What follows belongs to an exercise in optimizing a design on an open flow for small area, a short achievable clock period and few clock cycles per item; a production flow would make more cautious choices.
RTL that was checked went through simulation tests only; none was proved equivalent to the original.

==> flow/design.v (excerpt) <==
module broken_down_time_to_epoch (
  input  logic               clk_i,
  input  logic               rst_ni,
  input  logic               start,
  output logic               busy,
  input  logic signed [10:0] second_in_i,
  input  logic signed [10:0] minute_in_i,
  input  logic signed [10:0] hour_in_i,
  input  logic signed [10:0] day_in_i,
  input  logic signed [7:0]  month_in_i,
  input  logic        [7:0]  year_in_i,
  output logic               done_o,
  output logic        [5:0]  second_out_o,
  output logic        [5:0]  minute_out_o,
  output logic        [4:0]  hour_out_o,
  output logic        [4:0]  day_out_o,
  output logic        [3:0]  month_out_o,
  output logic signed [9:0]  year_out_o,
  output logic        [8:0]  day_of_year_o,
  output logic signed [33:0] epoch_seconds_o
);
  logic accept;
  bdte_ctrl u_ctrl (
    .clk_i    (clk_i),
    .rst_ni   (rst_ni),
    .start    (start),
    .accept_o (accept),
    .busy     (busy),
    .done_o   (done_o)
  );
  bdte_datapath u_datapath (
    .clk_i           (clk_i),
    .load_i          (accept),
    .second_in_i     (second_in_i),
    .minute_in_i     (minute_in_i),
    .hour_in_i       (hour_in_i),
    .day_in_i        (day_in_i),
    .month_in_i      (month_in_i),
    .year_in_i       (year_in_i),
    .second_out_o    (second_out_o),
    .minute_out_o    (minute_out_o),
    .hour_out_o      (hour_out_o),
    .day_out_o       (day_out_o),
    .month_out_o     (month_out_o),
    .year_out_o      (year_out_o),
    .day_of_year_o   (day_of_year_o),
    .epoch_seconds_o (epoch_seconds_o)
  );
endmodule
export LEC_CHECK = 0
export CAP_MARGIN = 20
export CORE_MARGIN = 2
export CORE_UTILIZATION = 40
export SETUP_SLACK_MARGIN = 1.5
export SLEW_MARGIN = 20
create_clock -name core_clock -period 9.0 [get_ports {clk_i}]
standard.sh (not shown) runs the stock make flow with config.mk's settings and CLKGATE_MAP_FILE= SYNTH_SCRIPT=/design/flow/synth_recipe.tcl, a recipe that flattens the netlist after the stock synthesis.
==> flow/flow/run.sh <==
#!/bin/bash
# The standard layout, with the port buffers made from sky130_fd_sc_hd__buf_2
# cells instead of the default delay buffers. make's output goes to
# flow_make.log in the work folder; each ORFS step keeps its own log under
# orfs/logs.
set -euo pipefail
export BUFFER_PORTS_ARGS="-buffer_cell sky130_fd_sc_hd__buf_2"
bash standard.sh > flow_make.log 2>&1
Change:
Settings changed: SETUP_SLACK_MARGIN 1.5 to not set.
What happened: The changed run ran to the end with no violations. Routed wire length shrinks by a few percent. Clock skew stays flat. Clock-buffer cell count is unchanged. Hold slack degrades by 5.4 ps. Utilization shrinks by 4.5 points.
Function was not checked in any run of this note: the RTL went through the layout flow alone.

* * *

v32:
broken_down_time_to_epoch, a different RTL version from the one above (not shown whole).
Size: ~1800 cells after synthesis, about 37 flip-flops, roughly 140 I/O pins.
==> flow/config.mk <==
export PLATFORM = sky130hd
export DESIGN_NAME = broken_down_time_to_epoch
export DESIGN_NICKNAME = broken_down_time_to_epoch
export VERILOG_FILES = /design/flow/design.v
export SDC_FILE = /design/flow/constraint.sdc
export NUM_CORES = 4
export LEC_CHECK = 0
export ABC_AREA = 1
export CAP_MARGIN = 20
export CORE_MARGIN = 2
export CORE_UTILIZATION = 40
export SLEW_MARGIN = 20
==> flow/constraint.sdc <==
create_clock -name core_clock -period 9.0 [get_ports {clk_i}]
set_input_delay 1.8000 -clock core_clock [delete_from_list [all_inputs] [get_ports {clk_i}]]
set_output_delay 1.8000 -clock core_clock [all_outputs]
set_load 0.01 [all_outputs]
Scripts as last shown in full above: flow/flow/run.sh
The final layout from v32, which completed every stage, passed the timing, design-rule and antenna checks at the end of the flow.
Testbench counts of v32, summed over its fixed seeds: cycles 9,600, items 4,800.
Input changes introduced in v8 (baseline for comparison: v32):
- clearing ABC_AREA, which used to be 1
### Flow results
Compared with v32, v8 shows a final design instance area without fill that is 210 um^2 lower. v8 vs. v32: met3 track demand over resource in global routing went down by 0.26 points. Diff v32 -> v8: worst path buffer plus inverter count went down by 7; standard cell area after detailed placement fell about 2.4%. Endpoint of the most critical setup path = day_out_o[4]: v8; endpoint of the most critical setup path = u_datapath.hour_q[4]$_DFFE_PP_: v32. Looking at portion of the clock cycle consumed by the worst path in the final layout, v8 sits 0.33 points above v32.
--- input diff v8..v53 ---
- CORE_UTILIZATION now 50, was 40
### Flow results
- For the area of the core, v53 came in about 20% lower than v8 did.
- Clock latency on the worst-skew pair sits lower in v53 than in v8.
- Per the comparison of v53 with v8, area of the die went down, maximum frequency went up.
- A start point of the critical path of u_datapath.du_q[0]$_DFFE_PP_ is what v53 shows, while u_datapath.du_q[3]$_DFFE_PP_ belongs to v8.

* * *

## try-ember
broken_down_time_to_epoch, a different RTL version from the one above (not shown whole).
Size in the first run: about 1700 cells after synthesis, about 140 I/O pins, about 13000 µm² of cells after synthesis.
clock: 9.0 ns
lec_check: 0
cap_margin: 20
core_margin: 2
core_utilization: 75
slew_margin: 20
Scripts as last shown in full above: flow/flow/run.sh
Testbench counts of try-ember, summed over its fixed seeds: cycles 9,600, items 4,800.
The following lists how try-cedar was set up differently from try-ember:
Settings: CORE_UTILIZATION: 75 -> 40.
==> flow/flow/run.sh <==
#!/bin/bash
# The standard layout, with the port buffers made from sky130_fd_sc_hd__buf_2
# cells instead of the default delay buffers, and power recovery (cells on
# paths with slack downsized) after global routing. make's output goes to
# flow_make.log in the work folder; each ORFS step keeps its own log under
# orfs/logs.
set -euo pipefail
export BUFFER_PORTS_ARGS="-buffer_cell sky130_fd_sc_hd__buf_2"
export RECOVER_POWER=100
bash standard.sh > flow_make.log 2>&1
==> results.txt <==
- try-cedar has slack of the critical path above what try-ember had.
- In terms of sequential share of layout area, try-cedar and try-ember differ only marginally.
- The flow for try-cedar finished, though final verification flagged capacitance limit, slew limit.
- Total number of vias shrinks by a little under 10% when moving from try-ember to try-cedar.
- Against try-ember, try-cedar comes in 2 lower on post-CTS setup-driven buffer insertion count.
The following lists how try-harbor was set up differently from try-cedar:
==> flow/flow/run.sh <==
#!/bin/bash
# The standard layout, with the port buffers made from sky130_fd_sc_hd__buf_1
# cells instead of the default delay buffers. make's output goes to
# flow_make.log in the work folder; each ORFS step keeps its own log under
# orfs/logs.
set -euo pipefail
export BUFFER_PORTS_ARGS="-buffer_cell sky130_fd_sc_hd__buf_1"
bash standard.sh > flow_make.log 2>&1
--- outcome ---
From try-harbor to try-cedar, well tap count did not move at all. Of the two values seen for class of the most critical hold timing path, in -> async was produced by try-cedar and reg -> reg by try-harbor. The layout overhead on the synthesized area in try-harbor sits 0.37 points above the value recorded for try-cedar. FAIL: try-cedar; every other run in try-cedar and try-harbor is clean. try-cedar: all stages done; final checks FAILED (capacitance limit, slew limit). try-harbor vs try-cedar, start point of the critical path: u_datapath.du_q[1]$_DFFE_PP_ vs u_datapath.du_q[3]$_DFFE_PP_. In the reports for try-cedar and try-harbor, the smaller fraction of area in clock buffers and inverters belongs to try-cedar. When the final numbers for try-cedar and try-harbor were put side by side, the final design instance area without fill turned out to be greater in try-harbor.
### try-harbor -> try-indigo
Settings: CORE_UTILIZATION: 40 -> 60.
==> flow/flow/run.sh <==
#!/bin/bash
# The standard layout, with the port buffers made from sky130_fd_sc_hd__buf_2
# cells instead of the default delay buffers. make's output goes to
# flow_make.log in the work folder; each ORFS step keeps its own log under
# orfs/logs.
set -euo pipefail
export BUFFER_PORTS_ARGS="-buffer_cell sky130_fd_sc_hd__buf_2"
bash standard.sh > flow_make.log 2>&1
==> comparison <==
- In try-indigo the fraction of area in multi-input gates turned out 0.18 points higher than in try-harbor.
- For multi-input gate area in the final layout, try-harbor and try-indigo come out practically identical.
- Looking at area enclosed by the die boundary across both flows, try-indigo is the stronger of the two, with try-harbor trailing.
- Timing startpoint of the critical path: u_datapath.du_q[3]$_DFFE_PP_ -> try-indigo, u_datapath.du_q[1]$_DFFE_PP_ -> try-harbor
- Taking try-harbor as the reference, in try-indigo number of distinct library cell variants in the gate-level netlist after synthesis stayed essentially flat; effective utilization at floorplan went up; total placed instance area now sits lower; post-route core utilization rose by 22 points.
- Compared with try-harbor, the detailed router inserted more vias in try-indigo.
- Comparing try-harbor and try-indigo, worst-case hold slack is higher on try-indigo.
Changes in try-quartz relative to try-indigo:
Settings: SLEW_MARGIN changed from 20 to 0; CORE_UTILIZATION changed from 60 to 40; CAP_MARGIN changed from 20 to 0.
try-quartz has cell row count above what try-indigo had. try-quartz ran to completion and came out clean on the timing, design-rule and antenna checks. try-indigo: flow completed, timing, DRC and antenna clean. Compared with try-indigo, try-quartz instantiates a larger number of cells. Relative to try-indigo, the worst hold slack of try-quartz is higher by 64 ps. Via count improves in try-quartz relative to try-indigo. Comparing try-quartz and try-indigo, the lower first-pass GRT wire length is on try-indigo. Final area up 0.57% in try-quartz wrt try-indigo. Per the comparison of try-quartz with try-indigo, minimum clock period after layout went down 280 ps; final critical-path setup slack now larger.
The inputs of try-raven differ from those of try-quartz as listed below.
Settings: swapping 0 for 20 in CAP_MARGIN; putting SETUP_SLACK_MARGIN at 2.5 where nothing was set; swapping 0 for 20 in SLEW_MARGIN.
==> flow/run.sh (new file) <==
#!/bin/bash
# synth_recipe.tcl (not shown) runs the flow's synth.tcl, then flattens the netlist and writes it again
# the make line also repeats each setting of config.mk as NAME=value (left out here)
make -C /OpenROAD-flow-scripts/flow DESIGN_CONFIG=/design/flow/config.mk WORK_HOME=/design/flow/orfs CLKGATE_MAP_FILE= SYNTH_SCRIPT=/design/flow/synth_recipe.tcl finish
removed: flow/flow/run.sh
removed: flow/standard.sh
Findings:
Transition time at the pin with the least slew margin ends up lower on try-quartz.
try-quartz → try-raven: area of placed instances went up by about 7%, path depth of the worst reg2reg path closely matched the old numbers, all-layer global routing usage increased 1.7 points, time the worst path needs with I/O delays and setup saw a decrease.

* * *

broken_down_time_to_epoch again, from the RTL that the note above started with.
export LEC_CHECK = 0
export CAP_MARGIN = 20
export CORE_MARGIN = 2
export CORE_UTILIZATION = 40
export SLEW_MARGIN = 20
export SYNTH_HIERARCHICAL = 1
create_clock -name core_clock -period 9.0 [get_ports {clk_i}]
==> flow/flow/run.sh <==
#!/bin/bash
# The standard layout, with the port buffers made from sky130_fd_sc_hd__buf_2
# cells instead of the default delay buffers. make's output goes to
# flow_make.log in the work folder; each ORFS step keeps its own log under
# orfs/logs.
set -euo pipefail
export BUFFER_PORTS_ARGS="-buffer_cell sky130_fd_sc_hd__buf_2"
bash standard.sh > flow_make.log 2>&1
The first run went through all stages and came out clean.
Testbench counts at the start, summed over its fixed seeds: cycles 9,600, items 4,800.
Change:
Settings changed: SYNTH_HIERARCHICAL 1 to not set.
After rerunning: Setup slack degrades by 68 ps. First-iteration DRC count decreases by 30%. Clock skew is about the same. Via count decreases by 4.5%. Register-to-register slack degrades by 40 ps. Hold slack improves by 100 ps. Synthesized cell count decreases by 2.8%.
Change:
==> flow/run.sh (new file) <==
#!/bin/bash
# synth_recipe.tcl (not shown) runs the flow's synth.tcl, then flattens the netlist and writes it again
# the make line also repeats each setting of config.mk as NAME=value (left out here)
make -C /OpenROAD-flow-scripts/flow DESIGN_CONFIG=/design/flow/config.mk WORK_HOME=/design/flow/orfs CLKGATE_MAP_FILE= SYNTH_SCRIPT=/design/flow/synth_recipe.tcl finish
Settings changed: SETUP_SLACK_MARGIN set to 1.5.
removed: flow/flow/run.sh
removed: flow/standard.sh
Wire length went up by 8.2%.
Synthesized cell count stays the same.
Worst hold slack got worse by 19 ps.
Critical path depth went down by 2.
Fmax went up by 6.7%.
Change:
Settings changed: SETUP_SLACK_MARGIN 1.5 to not set.
Die area does not change.
Final area shrinks by 7.1%.
Count of clock-buffer cells in the layout shrinks by 1.
Worst hold slack is about the same.
First-iteration DRC count grows by 18%.
Via count shrinks by 3.9%.
Worst setup slack degrades by 610 ps.

[afterwards: timing with drivers on the ports]
Ports are ideal in the flow. The routed layouts listed here were re-timed in OpenROAD.
Step 1 (the two cells are an assumption about what drives the block):
set clk [get_ports {clk_i}]
set_driving_cell -lib_cell sky130_fd_sc_hd__clkbuf_16 $clk
set_driving_cell -lib_cell sky130_fd_sc_hd__buf_2 [delete_from_list [all_inputs] $clk]
Step 2 adds t to the input delays and takes it off the output delays; t is the mean of the earliest and latest rising clock arrival at the registers after step 1. Input paths then give back, and output paths get back, about the clock's delay inside the block.
a / b / c = no drivers / after step 1 / after step 2; a / b = the first two.
run	shift t [ns]	setup WS [ns]	worst data-port slew with drivers (ns)	pins driven straight from the clock port
the first run of note 1	0.321	0.675 / 0.637 / 0.958	0.05	1
the second run of note 1	0.316	0.408 / 0.373 / 0.551	0.04	1
v32	0.311	0.629 / 0.644 / 0.333	0.05	1
v8	0.336	0.600 / 0.559 / 0.456	0.05	1
v53	0.321	0.697 / 0.660 / 0.394	0.05	1
try-ember	0.318	0.508 / 0.475 / 0.497	0.10	1
try-cedar	0.312	0.534 / 0.499 / 0.302	0.07	1
try-harbor	0.315	0.433 / 0.396 / 0.675	0.05	1
try-indigo	0.320	0.247 / 0.209 / 0.529	0.07	1
try-quartz	0.312	0.527 / 0.491 / 0.804	0.07	1
try-raven	0.315	1.019 / 0.983 / 1.298	0.06	1
the first run of note 4	0.318	0.595 / 0.556 / 0.378	0.04	1
the second run of note 4	0.312	0.527 / 0.491 / 0.804	0.07	1
the third run of note 4	0.310	1.059 / 1.023 / 1.333	0.04	1
the fourth run of note 4	0.310	0.447 / 0.410 / 0.332	0.05	1
The setup slack of v53, which loses most, moves by -0.037 ns with the drivers and by -0.303 ns with both steps.
